This is an optimization exercise on Yosys and OpenROAD, whose aim is small area, a short achievable clock period and few clock cycles per item, not a production implementation.
The RTL was checked by simulation tests, not by an equivalence proof against the original design.
Power figures rest on the tool's default switching activity, not on a simulated workload.

[design/flow/flow/run.sh]
#!/bin/bash
set -euo pipefail
export BUFFER_PORTS_ARGS="-buffer_cell sky130_fd_sc_hd__buf_2"
bash standard.sh > flow_standard.log 2>&1
[design/flow/standard.sh]
#!/bin/bash
# synth_recipe.tcl (not shown) runs the flow's synth.tcl, then flattens the netlist and writes it again
# the make line also repeats each setting of config.mk as NAME=value (left out here)
make -C /OpenROAD-flow-scripts/flow DESIGN_CONFIG=/design/flow/config.mk WORK_HOME=/design/flow/orfs CLKGATE_MAP_FILE= SYNTH_SCRIPT=/design/flow/synth_recipe.tcl "${@:-finish}"
[design/flow/config.mk]
export PLATFORM = sky130hd
export DESIGN_NAME = height_color_map_shade
export DESIGN_NICKNAME = height_color_map_shade
export VERILOG_FILES = /design/flow/design.v
export SDC_FILE = /design/flow/constraint.sdc
export NUM_CORES = 4
export LEC_CHECK = 0
export CAP_MARGIN = 20
export CORE_MARGIN = 2
export CORE_UTILIZATION = 65
export CTS_CLUSTER_DIAMETER = 100
export CTS_CLUSTER_SIZE = 28
export SETUP_SLACK_MARGIN = 2.75
export SLEW_MARGIN = 20
[design/flow/constraint.sdc]
create_clock -name core_clock -period 5.0 [get_ports {clk_i}]
set_input_delay 1.0000 -clock core_clock [delete_from_list [all_inputs] [get_ports {clk_i}]]
set_output_delay 1.0000 -clock core_clock [all_outputs]
set_load 0.01 [all_outputs]
[design/flow/design.v]
package hcms_pkg;
  localparam int unsigned ADDR_W      = 5;    
  localparam int unsigned DATA_W      = 32;
  localparam int unsigned TABLE_SLOTS = 7;
  localparam int unsigned QUOT_W      = 6;    
  localparam logic [7:0] TOP_LEVEL  = 8'd255;
  localparam logic [7:0] PINK_RED   = 8'd255;
  localparam logic [7:0] PINK_GREEN = 8'd109;
  localparam logic [7:0] PINK_BLUE  = 8'd194;
  localparam logic [2:0] REG_ENTRY_COUNT = 3'd0;
endpackage
module hcms_regs #(
  parameter int unsigned MAX_ENTRIES = 7
) (
  input  logic                                        clk_i,
  input  logic                                        rst_ni,
  input  logic                                        psel,
  input  logic                                        penable,
  input  logic                                        pwrite,
  input  logic [hcms_pkg::ADDR_W-1:0]                 paddr,
  input  logic [hcms_pkg::DATA_W-1:0]                 pwdata,
  output logic [hcms_pkg::DATA_W-1:0]                 prdata,
  output logic [2:0]                                  entry_count_o,
  output logic [MAX_ENTRIES-1:0][hcms_pkg::DATA_W-1:0] entries_o
);
  logic [2:0]                                   count_q;
  logic [MAX_ENTRIES-1:0][hcms_pkg::DATA_W-1:0] entry_q;
  logic [2:0]                                   reg_idx;
  logic [MAX_ENTRIES:0]                         wr_q;
  logic                                         access;
  logic [hcms_pkg::DATA_W-1:0]                  rd_d;
  logic [hcms_pkg::DATA_W-1:0]                  rd_q;
  assign reg_idx = paddr[hcms_pkg::ADDR_W-1:2];
  always_ff @(posedge clk_i or negedge rst_ni) begin
    if (!rst_ni) begin
      wr_q <= '0;
    end else begin
      for (int i = 0; i <= MAX_ENTRIES; i++) begin
        wr_q[i] <= psel & ~penable & pwrite & (reg_idx == 3'(i));
      end
    end
  end
  assign access = psel & penable;
  always_ff @(posedge clk_i or negedge rst_ni) begin
    if (!rst_ni) begin
      count_q <= '0;
      entry_q <= '0;
    end else begin
      if (access & wr_q[0]) begin
        count_q <= pwdata[2:0];
      end
      for (int i = 0; i < MAX_ENTRIES; i++) begin
        if (access & wr_q[i+1]) begin
          entry_q[i] <= pwdata;
        end
      end
    end
  end
  always_comb begin
    rd_d = {{(hcms_pkg::DATA_W-3){1'b0}}, count_q};
    for (int i = 0; i < MAX_ENTRIES; i++) begin
      if (reg_idx == 3'(i + 1)) begin
        rd_d = entry_q[i];
      end
    end
  end
  always_ff @(posedge clk_i) begin
    rd_q <= rd_d;
  end
  assign prdata = rd_q;
  assign entry_count_o = count_q;
  assign entries_o     = entry_q;
endmodule
module hcms_scan #(
  parameter int unsigned MAX_ENTRIES = 7
) (
  input  logic [2:0]                                   entry_count_i,
  input  logic [MAX_ENTRIES-1:0][hcms_pkg::DATA_W-1:0] entries_i,
  input  logic [7:0]                                   lvl_i,
  output logic [MAX_ENTRIES-1:0]                       sel_o,
  output logic [MAX_ENTRIES-1:1]                       nsel_o,
  output logic                                         top_o
);
  logic [MAX_ENTRIES-1:0] used;
  logic [MAX_ENTRIES-1:0] reach;
  logic [MAX_ENTRIES:0]   pass;
  always_comb begin
    for (int i = 0; i < MAX_ENTRIES; i++) begin
      used[i]  = 3'(i) < entry_count_i;
      reach[i] = lvl_i >= entries_i[i][31:24];
    end
    pass[0] = 1'b1;
    for (int i = 0; i < MAX_ENTRIES; i++) begin
      pass[i+1] = pass[i] & used[i] & reach[i];
    end
    for (int i = 0; i < MAX_ENTRIES - 1; i++) begin
      sel_o[i] = pass[i+1] & ~(used[i+1] & reach[i+1]);
    end
    sel_o[MAX_ENTRIES-1] = pass[MAX_ENTRIES];
    for (int i = 1; i < MAX_ENTRIES; i++) begin
      nsel_o[i] = pass[i] & used[i] & ~reach[i];
    end
    top_o = ~|nsel_o;
  end
endmodule
module hcms_pick #(
  parameter int unsigned MAX_ENTRIES = 7
) (
  input  logic [MAX_ENTRIES-1:0][hcms_pkg::DATA_W-1:0] entries_i,
  input  logic [MAX_ENTRIES-1:0]                       sel_i,
  input  logic [MAX_ENTRIES-1:1]                       nsel_i,
  input  logic                                         top_i,
  output logic [2:0]                                   k_o,
  output logic [7:0]                                   h_o,
  output logic [7:0]                                   next_o
);
  always_comb begin
    h_o    = '0;
    next_o = {8{top_i}};
    k_o    = {3{~|sel_i}};
    for (int i = 0; i < MAX_ENTRIES; i++) begin
      h_o = h_o | ({8{sel_i[i]}} & entries_i[i][31:24]);
      k_o = k_o | ({3{sel_i[i]}} & 3'(i));
    end
    for (int i = 1; i < MAX_ENTRIES; i++) begin
      next_o = next_o | ({8{nsel_i[i]}} & entries_i[i][31:24]);
    end
  end
endmodule
module hcms_span (
  input  logic [7:0] lvl_i,
  input  logic [7:0] h_i,
  input  logic [7:0] next_i,
  output logic [7:0] a_o,
  output logic [7:0] d_o
);
  logic [7:0] span;
  assign a_o  = next_i - lvl_i;
  assign span = next_i - h_i;
  assign d_o  = {span[7:1], span[0] | (&h_i)};
endmodule
module hcms_num (
  input  logic [7:0] a_i,
  output logic [8:0] r_o,
  output logic [5:1] n_o
);
  logic [12:0] m;
  assign m   = (13'(a_i) << 4) + (13'(a_i) << 3) + 13'(a_i);
  assign r_o = {1'b0, m[12:5]};
  assign n_o = m[4:0];
endmodule
module hcms_div (
  input  logic [8:0] r_i,
  input  logic       n_i,
  input  logic [7:0] d_i,
  output logic [8:0] r_o,
  output logic       q_o
);
  logic [8:0] t;
  logic [8:0] dd;
  assign t   = {r_i[7:0], n_i};
  assign dd  = {1'b0, d_i} ^ {9{~r_i[8]}};
  assign r_o = t + dd + {8'd0, ~r_i[8]};
  assign q_o = ~r_o[8];
endmodule
module height_color_map_shade #(
  parameter int unsigned MAX_ENTRIES = 7
) (
  input  logic              clk_i,
  input  logic              rst_ni,
  input  logic              start,
  output logic              busy,
  input  logic [7:0]        height_level_i,
  output logic              result_valid_o,
  output logic [7:0]        red_o,
  output logic [7:0]        green_o,
  output logic [7:0]        blue_o,
  output logic              table_hit_o,
  input  logic              psel,
  input  logic              penable,
  input  logic              pwrite,
  input  logic [hcms_pkg::ADDR_W-1:0] paddr,
  input  logic [hcms_pkg::DATA_W-1:0] pwdata,
  output logic [hcms_pkg::DATA_W-1:0] prdata,
  output logic              pready
);
  localparam int unsigned QW = hcms_pkg::QUOT_W;
  localparam int unsigned SL = QW + 2;
  logic [2:0]                                   entry_count;
  logic [MAX_ENTRIES-1:0][hcms_pkg::DATA_W-1:0] entries;
  logic [SL:0]                                  vld_q;
  logic [7:0]                                   lvl_q;
  logic                                         in_vld_q;
  logic                                         pk_vld_q;
  logic [MAX_ENTRIES-1:0]                       sel_d;
  logic [MAX_ENTRIES-1:1]                       nsel_d;
  logic [MAX_ENTRIES-1:0]                       sel0_q;
  logic [MAX_ENTRIES-1:1]                       nsel0_q;
  logic                                         top_d;
  logic                                         top0_q;
  logic [7:0]                                   lvl0_q;
  logic [2:0]                                   k_d;
  logic [7:0]                                   h_d;
  logic [7:0]                                   next_d;
  logic [2:0]                                   kp_q;
  logic [7:0]                                   hp_q;
  logic [7:0]                                   nextp_q;
  logic [7:0]                                   lvlp_q;
  logic [7:0]                                   a_d;
  logic [7:0]                                   d_d;
  logic [7:0]                                   a1_q;
  logic [SL-2:1][2:0]                           k_q;
  logic [SL-1:1][7:0]                           d_q;
  logic [SL-1:2][8:0]                           r_q;
  logic [SL-1:2][QW-1:1]                        n_q;
  logic [SL-1:3][QW-1:0]                        q_q;
  logic [8:0]                                   r_d;
  logic [QW-1:1]                                n_d;
  logic [QW-1:0][8:0]                           step_r;
  logic [QW-1:0]                                step_q;
  logic [23:0]                                  color_d;
  logic [23:0]                                  color_q;
  logic [23:0]                                  part_d;
  logic [23:0]                                  part_q;
  logic                                         q0_q;
  logic                                         miss1_q;
  logic                                         miss_q;
  logic [7:0]                                   red_d, green_d, blue_d;
  logic                                         out_vld_q;
  logic [7:0]                                   out_red_q, out_green_q, out_blue_q;
  logic                                         out_hit_q;
  assign busy   = 1'b0;
  assign pready = 1'b1;
  hcms_regs #(
    .MAX_ENTRIES (MAX_ENTRIES)
  ) u_regs (
    .clk_i         (clk_i),
    .rst_ni        (rst_ni),
    .psel          (psel),
    .penable       (penable),
    .pwrite        (pwrite),
    .paddr         (paddr),
    .pwdata        (pwdata),
    .prdata        (prdata),
    .entry_count_o (entry_count),
    .entries_o     (entries)
  );
  always_ff @(posedge clk_i or negedge rst_ni) begin
    if (!rst_ni) begin
      in_vld_q  <= 1'b0;
      pk_vld_q  <= 1'b0;
      vld_q     <= '0;
      out_vld_q <= 1'b0;
    end else begin
      in_vld_q  <= start;
      vld_q     <= {vld_q[SL-1:1], pk_vld_q, in_vld_q};
      pk_vld_q  <= vld_q[0];
      out_vld_q <= vld_q[SL];
    end
  end
  hcms_scan #(
    .MAX_ENTRIES (MAX_ENTRIES)
  ) u_scan (
    .entry_count_i (entry_count),
    .entries_i     (entries),
    .lvl_i         (lvl_q),
    .sel_o         (sel_d),
    .nsel_o        (nsel_d),
    .top_o         (top_d)
  );
  hcms_pick #(
    .MAX_ENTRIES (MAX_ENTRIES)
  ) u_pick (
    .entries_i     (entries),
    .sel_i         (sel0_q),
    .nsel_i        (nsel0_q),
    .top_i         (top0_q),
    .k_o           (k_d),
    .h_o           (h_d),
    .next_o        (next_d)
  );
  hcms_span u_span (
    .lvl_i  (lvlp_q),
    .h_i    (hp_q),
    .next_i (nextp_q),
    .a_o    (a_d),
    .d_o    (d_d)
  );
  hcms_num u_num (
    .a_i (a1_q),
    .r_o (r_d),
    .n_o (n_d)
  );
  for (genvar s = 0; s < QW; s++) begin : g_step
    hcms_div u_div (
      .r_i (r_q[s+2]),
      .n_i (s == QW - 1 ? 1'b0 : n_q[s+2][QW-1-s]),
      .d_i (d_q[s+2]),
      .r_o (step_r[s]),
      .q_o (step_q[s])
    );
  end
  always_comb begin
    color_d = '0;
    for (int i = 0; i < MAX_ENTRIES; i++) begin
      color_d = color_d | ({24{k_q[SL-2] == 3'(i)}} & entries[i][23:0]);
    end
    for (int c = 0; c < 3; c++) begin
      logic [8:0] diff;
      diff = {1'b0, color_q[c*8 +: 8]} - 9'(q_q[SL-1]);
      part_d[c*8 +: 8] = diff[8] ? 8'd0 : diff[7:0];
    end
  end
  always_ff @(posedge clk_i) begin
    lvl_q   <= height_level_i;
    lvl0_q  <= lvl_q;
    sel0_q  <= sel_d;
    nsel0_q <= nsel_d;
    top0_q  <= top_d;
    kp_q    <= k_d;
    hp_q    <= h_d;
    nextp_q <= next_d;
    lvlp_q  <= lvl0_q;
    k_q[1] <= kp_q;
    a1_q   <= a_d;
    d_q[1] <= d_d;
    k_q[2] <= k_q[1];
    d_q[2] <= d_q[1];
    r_q[2] <= r_d;
    n_q[2] <= n_d;
    for (int s = 0; s < QW - 1; s++) begin
      if (s < QW - 2) begin
        k_q[s+3] <= k_q[s+2];
      end
      d_q[s+3] <= d_q[s+2];
      r_q[s+3] <= step_r[s];
      n_q[s+3] <= n_q[s+2];
      q_q[s+3] <= (s == 0) ? QW'(step_q[s]) << (QW - 1) : q_q[s+2] | (QW'(step_q[s]) << (QW - 1 - s));
    end
    part_q  <= part_d;
    q0_q    <= step_q[QW-1];
    color_q <= color_d;
    miss_q  <= miss1_q;
    miss1_q <= (k_q[SL-2] == 3'd7);
  end
  always_comb begin
    logic [23:0] shade;
    for (int c = 0; c < 3; c++) begin
      shade[c*8 +: 8] = part_q[c*8 +: 8] - {7'd0, q0_q & (part_q[c*8 +: 8] != 8'd0)};
    end
    if (miss_q) begin
      red_d   = hcms_pkg::PINK_RED;
      green_d = hcms_pkg::PINK_GREEN;
      blue_d  = hcms_pkg::PINK_BLUE;
    end else begin
      red_d   = shade[23:16];
      green_d = shade[15:8];
      blue_d  = shade[7:0];
    end
  end
  always_ff @(posedge clk_i) begin
    out_red_q   <= red_d;
    out_green_q <= green_d;
    out_blue_q  <= blue_d;
    out_hit_q   <= ~miss_q;
  end
  assign result_valid_o = out_vld_q;
  assign red_o          = out_red_q;
  assign green_o        = out_green_q;
  assign blue_o         = out_blue_q;
  assign table_hit_o    = out_hit_q;
endmodule
==> run_results.csv, run 1 <==
group,metric,value,unit
synth,syn_area,25400,µm²
grt,antenna_found_initial,6,
worst_hold_path,min_path_type,"reg2reg",
power,intPower,0.00853,W
synth,synth_common_cells,"330 x dfxtp_1, 262 x mux2_2, 247 x dfrtp_1",
synth,synth_most_common_cell,"dfxtp_1",
synth,syn_avg_cell_area,11.5,µm²
placed_design,place_congestion,0.921,
synth,synth_top_cell_by_area,"dfxtp_1",
synth,synth-main-ff-cell,"dfxtp_1",
power,finalPower,0.0127,W
worst_setup_path,worst_path_largest_cell_delay,550,ps
floorplanning,top_level_ports,111,
layout,area_delta_synth_final,8.14,%
route,drt-pass1-iter-count,7,
route,viasPerCell,6.10,
clocking,clk_pin_slew_worst_paths,100,ps
worst_setup_path,worst-path-buf-inv,2,
route,met2_length,28700,µm
grt,grt.total_usage,29.1,%
placed_design,io_buffers,106,
synth,synth_top_cell_area_share,26.0,%
clocking,cts-root-buf,"clkbuf_16",
route,drc,0,
layout,nNetsFinal,2499,
route,via_count,17200,
floorplanning,core-area,38600,µm²
layout,fillers,2862,
worst_setup_path,end_kind,"flip-flop",
synth,ys_seq_elements,577,
timing,hold_viol,0,
timing,clock_skew,23.0,ps
power,power_frac_comb,33.9,%
grt,grt.overflow.total,0,
route,wl_met1,24300,µm
synth,synth_cell_types,76,
synth,synth_nets,2419,
status,status,"complete, no violations",
floorplanning,core.rowCount,72,
power,vdd_drop_max,331,µV
timing,finalSetupTns,0,ps
placed_design,dp_hpwl,40600,µm
floorplanning,fp.dieH,202,µm
timing,fin_hold_ws,331,ps
timing,fin_crit_sh,45.0,%
clocking,clock_latency,590,ps
clocking,tritoncts,"done",
timing,max_freq,445,MHz
route,wire_per_inst,21.0,µm
synth,synth_seq_area_share,50.3,%
power,p_clk_share,18.2,%
clocking,clock-sinks,577,
power,switchingPower,0.00422,W
grt,grt_max_degree,126,
synth,ys_async_sr_fraction,42.8,%
route,top_layer,"met5",
worst_setup_path,critPathLaunchType,"flip-flop",
route,met3WireLength,3930,µm
grt,grt_pass1_vias,17300,
power,pwr-share-seq,47.9,%
clocking,numCtsBuffers,24,
route,drtAntennaViolNets,0,
synth,synth_edf_count,0,
clocking,cts_max_path_buffers,3,
synth,syn_inst,2206,
route,drt_iter0_drc,1553,
worst_setup_path,cpLargestDelayFamily,"adder cells",
floorplanning,dieArea,40700,µm²
clocking,cts_hold_buf,0,
timing,tightest_slew,929,ps
synth,synth_area_leaders,"dfxtp_1 26%, dfrtp_1 24%, mux2_2 12%",
worst_setup_path,worstPathArrival,2740,ps
worst_setup_path,critical_path.max_fanout,2,
worst_setup_path,crit_required,5500,ps
job,cap_violations,0,
floorplanning,die_x,202,µm
timing,setup_viol,0,
timing,slew_viol_final,0,
grt,grt_pass1_wl,93100,µm
synth,yosysWarnings,4,
worst_setup_path,critPathKind,"reg2reg",
power,sw_frac_of_total,33.1,%
worst_setup_path,path_cells,"fa_1 > ha_2 > inv_2 > fa_2 > inv_2 > a21o_1 > a21oi_2 > o21bai_1 > a21o_1 > xor2_1",
layout,drive_above_1_share,23.3,%
clocking,h-tree-depth,1,
timing,min_period,2250,ps
power,power.density,464,nW/µm²
timing,rsz0062_at_grt,"true",
power,leakage,12.5,nW
floorplanning,start_util,65.7,%
route,totalWireLength,59300,µm
timing,max_slew_margin,38.0,%
worst_setup_path,cp_slowest_cell,"fa_1",
-- worst register-to-register path: stages (launching register included) --
cell and delay (ps):
dfxtp_2 340, fa_1 550, ha_2 200, inv_2 40
fa_2 350, inv_2 60, a21o_1 120, a21oi_2 60
o21bai_1 130, a21o_1 160, xor2_1 180
-- sequential cells by signal, indices dropped and copies added (netlist names), 6 cells and up --
register        count
q_q                15
lvl_q               8
d_q                56
nsel0_q             6
vld_q               9
lvlp_q              8
out_green_q         8
u_regs.rd_q        32
out_red_q           8
r_q                53
nextp_q             8
sel0_q              7
k_q                18
a1_q                8
out_blue_q          8
lvl0_q              8
u_regs.entry_q    224
u_regs.wr_q         8
n_q                15
part_q             24
hp_q                8
color_q            24
-- timing repair --
action | in CTS | in global routing
endpoints found under the setup margin | 103 | 105
pin swaps | 7 | 19
resized for setup | 36 | 54
setup buffers | 4 | 13
-- per-stage QoR --
step                      std cells  setup slack [ps]  cell area (µm²)  utilization, %
final                          2823              2750            27500            71.1
after global routing           2822              2650            27500            71.1
after CTS                      2806              2650            27200            70.4
after detailed placement       2761              1810            26300            68.2
after global placement         2761              1860            26300            68.2
after floorplan                2206              2770            25400               -
-- worst paths after layout --
kind,cells after the start,end,slack [ps],startpoint
max,10,r_q[5],2750,a1_q[0]
min,0,k_q[17],330,k_q[14]
max reg2reg,10,r_q[5],2750,a1_q[0]
min reg2reg,0,k_q[17],330,k_q[14]
max in group asynchronous,2,u_regs.entry_q[18],3460,rst_ni
min in group asynchronous,1,u_regs.entry_q[73],500,rst_ni
-- placed cells by master (no fill, tap or decap), types with 71 or more instances in the layout --
cell type,instances
a21oi_1,80
inv_1,134
a22oi_1,71
nor2_1,106
o21ai_0,81
mux2_2,262
ha_1,145
dfxtp_1,309
nand2_1,74
dfrtp_1,238
buf_2,103
xnor2_1,78
-- power by group through the flow --
stage                     registers [W]  logic [W]  clock network, W
after floorplan                 0.00594    0.00331                 0
after global placement          0.00617    0.00395                 0
after detailed placement        0.00620    0.00412                 0
after CTS                       0.00611    0.00422           0.00240
after global routing            0.00621    0.00483           0.00257
final                           0.00611    0.00431           0.00232
-- routing by layer --
metal  up-vias  track usage, %
met3       168            4.63
met1      8477            37.7
met2       594            49.1
met4         4            11.5
li1       7964               -
met5         -               0
-- cell families (layout without fill, tap and decap cells) --
group,after synthesis,after routing,synth area share [%]
fa+ha+maj,162,162,8.42
mux,332,332,15.1
flops,577,577,50.3
buf+inv,231,326,3.77
simple gates,399,399,8.06
xor+xnor,106,106,3.65
compound gates,397,397,10.6
other cells,2,6,0.0296
-- final cells by class --
class                      instances  area (µm²)  share of cell area (%)
inverter                         138         518                    1.89
clock buffer                      40         682                    2.48
timing repair buffer             147         903                    3.29
multi-input combinational       1398       11800                    43.1
sequential                       577       12900                    46.8
tap                              518         648                    2.36
antenna                            4        10.0                  0.0364
clock inverter                     1        16.3                  0.0592
Testbench counts, summed over its fixed seeds: cycles 17,152, items 16,384.
==> run 2: changes to the inputs <==
==> design/flow/config.mk (replaced) <==
export PLATFORM = sky130hd
export DESIGN_NAME = height_color_map_shade
export DESIGN_NICKNAME = height_color_map_shade
export VERILOG_FILES = /design/flow/design.v
export SDC_FILE = /design/flow/constraint.sdc
export NUM_CORES = 4
export LEC_CHECK = 0
export CAP_MARGIN = 10
export CORE_MARGIN = 2
export CORE_UTILIZATION = 60
export CTS_CLUSTER_DIAMETER = 100
export CTS_CLUSTER_SIZE = 25
export SETUP_SLACK_MARGIN = 2.8
export SLEW_MARGIN = 10
==> run 2 against run 1 <==
  * Still clean on timing, DRC and antenna
  * Worst setup slack gained 2.0 ps
  * Wire length is 1.8% higher
  * First-iteration DRC count down 11%
  * Clock skew grew 4.5 ps
  * Die area increased by 8.2%
  * Utilization is 4.7 points lower
  * Largest cell class unchanged
==> run_results.csv, run 2 <==
group,metric,value,unit
status,status,"complete, no violations",
synth,synth_edf_count,0,
timing,max_freq,445,MHz
route,drt_iter0_drc,1379,
floorplanning,core-area,41900,µm²
timing,rsz0062_at_grt,"true",
layout,fin_area,27800,µm²
timing,hold_viol,0,
worst_hold_path,whs_path_depth,0,
placed_design,dp_hpwl,41200,µm
power,pwr-share-seq,47.0,%
synth,synth_seq_area_share,50.3,%
timing,tightest_slew,985,ps
power,finalPower,0.0130,W
floorplanning,core.rowCount,75,
layout,final_core_util,66.3,%
route,viasPerCell,6.01,
route,totalWireLength,60400,µm
floorplanning,start_util,60.7,%
synth,synth_nets,2419,
worst_hold_path,hold_path_end,"k_q[10]",
placed_design,placed_cells,2783,
power,switchingPower,0.00429,W
route,drt-pass1-iter-count,6,
layout,area_delta_synth_final,9.30,%
timing,setup_viol,0,
route,wire_per_inst,21.1,µm
worst_setup_path,timing.rr.start,"a1_q[1]",
layout,largest_reg_flops,224,
power,sw_frac_of_total,33.1,%
grt,grt_pass1_vias,17300,
clocking,clk_pin_slew_worst_paths,100,ps
clocking,clock-sinks,577,
clocking,clock_latency,600,ps
clocking,cts-root-buf,"clkbuf_16",
layout,fin_cells,2854,
placed_design,place_congestion,0.885,
timing,clock_skew,27.5,ps
route,drtAntennaViolNets,0,
synth,synth_common_cells,"330 x dfxtp_1, 262 x mux2_2, 247 x dfrtp_1",
synth,yosysWarnings,4,
grt,grt.total_usage,27.4,%
power,intPower,0.00868,W
job,cap_violations,0,
synth,syn_area,25400,µm²
placed_design,dpl_cell_area,26400,µm²
clocking,tritoncts,"done",
clocking,cts_hold_buf,0,
worst_setup_path,reg2reg_slack,2750,ps
grt,grt.overflow.total,0,
layout,mostFrequentLayoutCell,"dfxtp_1",
worst_hold_path,min_path_type,"reg2reg",
timing,fin_crit_sh,44.9,%
layout,drive_above_1_share,24.3,%
worst_setup_path,critPathLaunchType,"flip-flop",
power,power_frac_comb,34.1,%
worst_hold_path,worstHoldStart,"k_q[7]",
timing,finalSetupTns,0,ps
timing,max_slew_margin,34.4,%
power,leakage,12.6,nW
synth,synth_top_cell_by_area,"dfxtp_1",
synth,synth_top_cell_area_share,26.0,%
clocking,numCtsBuffers,27,
layout,top_regs,"u_regs.entry_q x224, d_q x56, r_q x53",
synth,synth_most_common_cell,"dfxtp_1",
grt,grt_pass1_wl,94100,µm
clocking,h-tree-depth,1,
route,via_count,17200,
power,power.density,467,nW/µm²
timing,slew_viol_final,0,
grt,grt_max_degree,122,
synth,synth-main-ff-cell,"dfxtp_1",
worst_setup_path,r2r_cells,10,
synth,syn_inst,2206,
timing,min_period,2250,ps
worst_setup_path,end_kind,"flip-flop",
floorplanning,die_x,210,µm
grt,antenna_found_initial,3,
worst_setup_path,r2r_end,"r_q[5]",
floorplanning,top_level_ports,111,
layout,regMostFlops,"u_regs.entry_q",
route,drc,0,
worst_setup_path,worstPathArrival,2750,ps
worst_setup_path,critPathKind,"reg2reg",
power,p_clk_share,18.9,%
synth,synth_cell_types,76,
worst_setup_path,critical_path.max_fanout,3,
floorplanning,fp.dieH,210,µm
clocking,cts_max_path_buffers,3,
synth,syn_avg_cell_area,11.5,µm²
placed_design,io_buffers,106,
layout,mostFrequentLayoutCells,"309 x dfxtp_1, 262 x mux2_2, 241 x dfrtp_1",
floorplanning,dieArea,44000,µm²
synth,ys_async_sr_fraction,42.8,%
synth,ys_seq_elements,577,
layout,nNetsFinal,2512,
worst_setup_path,crit_required,5500,ps
synth,synth_area_leaders,"dfxtp_1 26%, dfrtp_1 24%, mux2_2 12%",
power,vdd_drop_max,301,µV
run 2: cell counts after synthesis:
No cell type changed its count.
run 2: worst max-delay path, cell delays in order, from the launching register on:
cell and delay, ps:
dfxtp_4 370, fa_1 510, ha_2 190, inv_2 40, fa_2 360, inv_2 50, a21o_1 110, a21oi_2 60
o21bai_1 130, a21o_1 160, xor2_1 180
run 2: timing repair:
item,4_1_cts,5_1_grt
endpoints found under the setup margin,121,105
buffers inserted,9,17
pin swaps,18,23
gates cloned,0,0
resized for setup,59,49
endpoints found under the hold margin,0,0
run 2: final cells by class:
cell class | instances | area, µm²
fill | 3309 | 14100
sequential | 577 | 12800
multi-input combinational | 1398 | 12000
timing repair buffer | 157 | 998
clock buffer | 42 | 732
tap | 539 | 674
inverter | 138 | 518
clock inverter | 2 | 38.8
antenna | 1 | 2.50
run 2: worst max path at each step:
stage | start | cells after the start | slack [ps] | to
floorplan | paddr[2] | 7 | 2770 | u_regs.rd_q[25]
global placement | paddr[4] | 6 | 1810 | u_regs.rd_q[9]
detailed placement | paddr[4] | 6 | 1790 | u_regs.rd_q[16]
CTS | a1_q[1] | 10 | 2750 | r_q[5]
global route | a1_q[1] | 10 | 2630 | r_q[5]
finish | a1_q[1] | 10 | 2750 | r_q[5]
run 2: through the flow:
step / setup slack (ps) / hold WS [ps]
3_3_place_gp: 1810 / 311
4_1_cts: 2750 / 326
3_5_place_dp: 1790 / 312
6_report: 2750 / 319
2_1_floorplan: 2770 / 310
5_1_grt: 2630 / 333
run 2: per-layer routing:
metal	global-route usage (%)	wire length (µm)	vias up
li1	-	-	8013
met1	36.0	25300	8415
met2	46.6	29200	580
met3	3.77	3730	151
met4	10.0	2150	0
met5	0	0	-
run 2: cell families after synthesis:
kind of cell    synth area share, %
compound gates                 10.6
xor+xnor                       3.65
other cells                  0.0296
flops                          50.3
simple gates                   8.06
fa+ha+maj                      8.42
buf+inv                        3.77
mux                            15.1
run 2: power by group through the flow:
stage               clock [W]  sequential [W]  combinational [W]
finish                0.00246         0.00610            0.00442
floorplan                   0         0.00594            0.00331
global route          0.00270         0.00619            0.00497
CTS                   0.00253         0.00610            0.00428
detailed placement          0         0.00619            0.00413
global placement            0         0.00617            0.00399
==> run 3: changes to the inputs <==
--- a/design/flow/design.v
+++ b/design/flow/design.v
@@ -132,22 +132,34 @@
   input  logic [7:0] h_i,
   input  logic [7:0] next_i,
   output logic [7:0] a_o,
-  output logic [7:0] d_o
+  output logic [7:0] o_o
 );
-  logic [7:0] span;
-  assign a_o  = next_i - lvl_i;
-  assign span = next_i - h_i;
-  assign d_o  = {span[7:1], span[0] | (&h_i)};
+  logic [7:0] off;
+  assign a_o = next_i - lvl_i;
+  assign off = lvl_i - h_i;
+  assign o_o = {off[7:1], off[0] | (&h_i)};
 endmodule
 module hcms_num (
   input  logic [7:0] a_i,
+  input  logic [7:0] o_i,
+  output logic [7:0] d_o,
   output logic [8:0] r_o,
-  output logic [5:1] n_o
+  output logic       q_o,
+  output logic [4:1] n_o
 );
-  logic [12:0] m;
-  assign m   = (13'(a_i) << 4) + (13'(a_i) << 3) + 13'(a_i);
-  assign r_o = {1'b0, m[12:5]};
-  assign n_o = m[4:0];
+  logic [13:0] x, y, w;
+  logic [13:0] s, c;
+  logic [13:0] m;
+  assign x = {3'd0, a_i, 3'd0};
+  assign y = {6'd0, a_i};
+  assign w = {2'b11, ~o_i, 4'b1111};
+  assign s = x ^ y ^ w;
+  assign c = {(x[12:0] & y[12:0]) | (x[12:0] & w[12:0]) | (y[12:0] & w[12:0]), 1'b1};
+  assign m = s + c;
+  assign d_o = a_i + o_i;
+  assign r_o = m[12:4];
+  assign q_o = ~m[12];
+  assign n_o = m[3:0];
 endmodule
 module hcms_div (
   input  logic [8:0] r_i,
@@ -185,7 +197,7 @@
   output logic              pready
 );
   localparam int unsigned QW = hcms_pkg::QUOT_W;
-  localparam int unsigned SL = QW + 2;
+  localparam int unsigned SL = QW + 1;
   logic [2:0]                                   entry_count;
   logic [MAX_ENTRIES-1:0][hcms_pkg::DATA_W-1:0] entries;
   logic [SL:0]                                  vld_q;
@@ -207,17 +219,20 @@
   logic [7:0]                                   nextp_q;
   logic [7:0]                                   lvlp_q;
   logic [7:0]                                   a_d;
-  logic [7:0]                                   d_d;
+  logic [7:0]                                   o_d;
+  logic [7:0]                                   o1_q;
   logic [7:0]                                   a1_q;
   logic [SL-2:1][2:0]                           k_q;
-  logic [SL-1:1][7:0]                           d_q;
+  logic [SL-1:2][7:0]                           d_q;
+  logic [7:0]                                   d_d;
   logic [SL-1:2][8:0]                           r_q;
   logic [SL-1:2][QW-1:1]                        n_q;
-  logic [SL-1:3][QW-1:0]                        q_q;
+  logic [SL-1:2][QW-1:0]                        q_q;
   logic [8:0]                                   r_d;
-  logic [QW-1:1]                                n_d;
-  logic [QW-1:0][8:0]                           step_r;
-  logic [QW-1:0]                                step_q;
+  logic [QW-2:1]                                n_d;
+  logic                                         q5_d;
+  logic [QW-1:1][8:0]                           step_r;
+  logic [QW-1:1]                                step_q;
   logic [23:0]                                  color_d;
   logic [23:0]                                  color_q;
   logic [23:0]                                  part_d;
@@ -284,18 +299,21 @@
     .h_i    (hp_q),
     .next_i (nextp_q),
     .a_o    (a_d),
-    .d_o    (d_d)
+    .o_o    (o_d)
   );
   hcms_num u_num (
     .a_i (a1_q),
+    .o_i (o1_q),
+    .d_o (d_d),
     .r_o (r_d),
+    .q_o (q5_d),
     .n_o (n_d)
   );
-  for (genvar s = 0; s < QW; s++) begin : g_step
+  for (genvar s = 1; s < QW; s++) begin : g_step
     hcms_div u_div (
-      .r_i (r_q[s+2]),
-      .n_i (s == QW - 1 ? 1'b0 : n_q[s+2][QW-1-s]),
-      .d_i (d_q[s+2]),
+      .r_i (r_q[s+1]),
+      .n_i (s == QW - 1 ? 1'b0 : n_q[s+1][QW-1-s]),
+      .d_i (d_q[s+1]),
       .r_o (step_r[s]),
       .q_o (step_q[s])
     );
@@ -323,19 +341,20 @@
     lvlp_q  <= lvl0_q;
     k_q[1] <= kp_q;
     a1_q   <= a_d;
-    d_q[1] <= d_d;
+    o1_q   <= o_d;
     k_q[2] <= k_q[1];
-    d_q[2] <= d_q[1];
+    d_q[2] <= d_d;
     r_q[2] <= r_d;
-    n_q[2] <= n_d;
-    for (int s = 0; s < QW - 1; s++) begin
+    n_q[2] <= {1'b0, n_d};
+    q_q[2] <= {q5_d, {(QW-1){1'b0}}};
+    for (int s = 1; s < QW - 1; s++) begin
       if (s < QW - 2) begin
-        k_q[s+3] <= k_q[s+2];
+        k_q[s+2] <= k_q[s+1];
       end
-      d_q[s+3] <= d_q[s+2];
-      r_q[s+3] <= step_r[s];
-      n_q[s+3] <= n_q[s+2];
-      q_q[s+3] <= (s == 0) ? QW'(step_q[s]) << (QW - 1) : q_q[s+2] | (QW'(step_q[s]) << (QW - 1 - s));
+      d_q[s+2] <= d_q[s+1];
+      r_q[s+2] <= step_r[s];
+      n_q[s+2] <= n_q[s+1];
+      q_q[s+2] <= q_q[s+1] | (QW'(step_q[s]) << (QW - 1 - s));
     end
     part_q  <= part_d;
     q0_q    <= step_q[QW-1];
--- a/design/flow/config.mk
+++ b/design/flow/config.mk
@@ -5,10 +5,10 @@
 export SDC_FILE = /design/flow/constraint.sdc
 export NUM_CORES = 4
 export LEC_CHECK = 0
-export CAP_MARGIN = 10
+export CAP_MARGIN = 20
 export CORE_MARGIN = 2
 export CORE_UTILIZATION = 60
 export CTS_CLUSTER_DIAMETER = 100
 export CTS_CLUSTER_SIZE = 25
 export SETUP_SLACK_MARGIN = 2.8
-export SLEW_MARGIN = 10
+export SLEW_MARGIN = 20
==> run 3 against run 2 <==
  * Largest power group unchanged
  * Worst setup slack worse by 250 ps
  * Sequential power down 3%
  * Via count up 1.3%
==> run_results.csv, run 3 <==
group,metric,value,unit
status,status,"complete, no violations",
placed_design,dp_hpwl,40200,µm
clocking,cts-root-buf,"clkbuf_16",
layout,area_delta_synth_final,11.5,%
worst_setup_path,critical_path.max_fanout,2,
route,met2_length,29200,µm
timing,hold_viol,0,
grt,grt_pass1_wl,95900,µm
synth,synth_area_leaders,"dfrtp_1 25%, dfxtp_1 25%, mux2_2 11%",
clocking,clock-sinks,552,
worst_setup_path,worstSetupStartpoint,"a1_q[5]",
worst_setup_path,worstPathArrival,3020,ps
power,finalPower,0.0138,W
placed_design,io_buffers,106,
synth,synth_top_cell_area_share,24.8,%
grt,antenna_found_initial,5,
route,met3WireLength,4060,µm
clocking,tritoncts,"done",
layout,fin_cells,2912,
timing,clock_skew,27.4,ps
route,viasPerCell,5.97,
floorplanning,core-area,40800,µm²
clocking,numCtsBuffers,26,
floorplanning,fp.dieH,207,µm
synth,synth_common_cells,"306 x dfxtp_1, 246 x dfrtp_1, 243 x mux2_2",
layout,nNetsFinal,2575,
floorplanning,dieArea,43000,µm²
synth,synth-main-ff-cell,"dfxtp_1",
route,drc,0,
worst_setup_path,critPathLaunchType,"flip-flop",
timing,min_period,2500,ps
synth,syn_avg_cell_area,11.1,µm²
placed_design,placed_cells,2808,
worst_setup_path,critPathKind,"reg2reg",
grt,grt_max_degree,112,
layout,drive_above_1_share,25.0,%
route,wl_met1,26000,µm
synth,synth_top_cell_by_area,"dfrtp_1",
floorplanning,top_level_ports,111,
layout,largest_reg_flops,224,
layout,mostFrequentLayoutCells,"279 x dfxtp_1, 243 x mux2_2, 237 x dfrtp_1",
clocking,clk_pin_slew_worst_paths,90,ps
route,drtAntennaViolNets,0,
route,drt_iter0_drc,1450,
clocking,cts_hold_buf,0,
synth,synth_edf_count,0,
worst_hold_path,min_path_type,"reg2reg",
synth,ys_async_sr_fraction,44.6,%
layout,fillers,3227,
timing,fin_crit_sh,50.0,%
layout,final-seq-area,12400,µm²
layout,regMostFlops,"u_regs.entry_q",
power,leakage,12.7,nW
synth,synth_most_common_cell,"dfxtp_1",
worst_setup_path,end_kind,"flip-flop",
clocking,clock_latency,590,ps
route,drt-pass1-iter-count,7,
floorplanning,core.rowCount,74,
timing,slew_viol_final,0,
synth,synth_nets,2459,
placed_design,place_congestion,0.911,
grt,grt.total_usage,28.2,%
synth,synth_cell_types,60,
floorplanning,die_x,207,µm
route,wire_per_inst,21.0,µm
synth,yosysWarnings,4,
worst_setup_path,crit_required,5520,ps
timing,rsz0062_at_grt,"true",
worst_hold_path,worstHoldStart,"k_q[5]",
power,power.density,496,nW/µm²
power,vdd_drop_max,304,µV
grt,grt_pass1_vias,17300,
worst_hold_path,whs_path_depth,0,
timing,setup_viol,0,
timing,finalSetupTns,0,ps
layout,multiInputGateArea,12100,µm²
layout,mostFrequentLayoutCell,"dfxtp_1",
layout,final_core_util,67.9,%
route,top_layer,"met5",
timing,tightest_slew,864,ps
clocking,h-tree-depth,1,
job,cap_violations,0,
worst_setup_path,timing.rr.start,"a1_q[5]",
worst_setup_path,r2r_cells,11,
timing,max_slew_margin,42.4,%
synth,syn_inst,2245,
timing,fin_hold_ws,331,ps
route,via_count,17400,
floorplanning,start_util,60.8,%
layout,top_regs,"u_regs.entry_q x224, r_q x45, d_q x40",
synth,synth_seq_area_share,49.4,%
synth,ys_seq_elements,552,
clocking,cts_max_path_buffers,3,
synth,syn_area,24800,µm²
route,totalWireLength,61100,µm
grt,grt.overflow.total,0,
timing,max_freq,400,MHz
-- run 3: changes by cell type in the layout (fill, tap and decap cells not counted), sizes merged, moves of 16 or more --
cell	before	now
nand3	46	30
dfxtp	330	306
nor2	108	128
o21ai	90	116
buf	157	186
nand2	75	104
o211ai	5	24
mux2	262	243
-- run 3: metrics by stage --
stage | area [µm²] | setup slack (ps)
floorplan | 24900 | 2630
global placement | 25900 | 1860
detailed placement | 25900 | 1870
CTS | 27100 | 2510
global route | 27700 | 2350
finish | 27700 | 2500
-- run 3: final cells by class --
cell class	count	share of cell area [%]
sequential	552	44.6
multi-input combinational	1452	43.8
timing repair buffer	188	4.52
clock buffer	44	2.67
tap	532	2.40
inverter	141	1.94
clock inverter	1	0.108
antenna	2	0.0181
-- run 3: per-layer routing --
layer  GRT usage, %  vias to the layer above
li1               -                     8123
met4           8.72                        2
met2           46.7                      621
met5              0                        -
met1           38.6                     8509
met3           3.75                      135
-- run 3: what timing repair did --
item,in CTS,in global routing
resized for setup,94,73
pin swaps,16,28
buffers inserted,20,37
setup endpoints to repair,177,144
-- run 3: cells by family (layout without fill, tap and decap cells) --
kind of cell               after synthesis  in the layout  share of synthesized area [%]
and+or+nand+nor                        424            424                           8.17
xor gates and xnor gates               111            111                           3.91
AOI/OAI and AO/OA                      434            434                           11.3
muxes                                  318            318                           14.7
buffers and inverters                  241            374                           3.85
adders and majority gates              163            163                           8.63
DFF                                    552            552                           49.4
other                                    2              4                         0.0302
-- run 3: critical path, cell delays in order (launching register included) --
cell and delay, ps:
dfxtp_2 350, inv_2 40, fa_1 510, inv_2 50
ha_4 150, or3_4 370, a311o_1 320, a31oi_2 160
nor2b_1 80, o21ai_2 150, and2b_1 150, xnor2_1 110
-- run 3: final timing paths --
check | end | slack (ps)
min | k_q[8] | 330
max reg2reg | r_q[5] | 2500
max in group asynchronous | u_regs.entry_q[126] | 3430
max | r_q[5] | 2500
min reg2reg | k_q[8] | 330
min in group asynchronous | vld_q[3] | 440
-- run 3: power by group --
| part | total [W] | internal [W] | switching [W] |
|---|---|---|---|
| clock | 0.00241 | 0.00103 | 0.00138 |
| combinational | 0.00542 | 0.00266 | 0.00275 |
| sequential | 0.00593 | 0.00536 | 0.000565 |
| total | 0.0138 | 0.00905 | 0.00470 |
Testbench counts of run 3, summed over its fixed seeds: cycles 17,088, items 16,384.

-- what the ideal ports hide --
The results above use ideal ports. As a check the final layouts listed here were re-extracted and re-timed, cells and wires unchanged.
Step 1, drivers: a clkbuf_16 drives clk_i and a buf_2 each remaining input, both assumed.
Step 2 times the ports against the registers' clock, not the clock port: input delays grow and output delays shrink by t, the midpoint of the rising clock arrivals with the driver on.
a / b / c = no drivers / after step 1 / after step 2; a / b = the first two.
| run | shift t [ns] | setup slack, ns | hold slack, ns | clock arrival spread, ns |
|---|---|---|---|---|
| run 1 | 0.634 | 2.751 / 2.751 / 2.191 | 0.331 / 0.331 / 0.331 | 0.026 / 0.026 |
| run 2 | 0.647 | 2.753 / 2.753 / 2.232 | 0.319 / 0.319 / 0.319 | 0.029 / 0.030 |
| run 3 | 0.639 | 2.502 / 2.502 / 2.210 | 0.331 / 0.331 / 0.331 | 0.031 / 0.031 |
After both steps setup and hold are still met in every run listed. The setup slack of run 1, which loses most, moves by 0.000 ns with the drivers and by -0.560 ns with both steps.
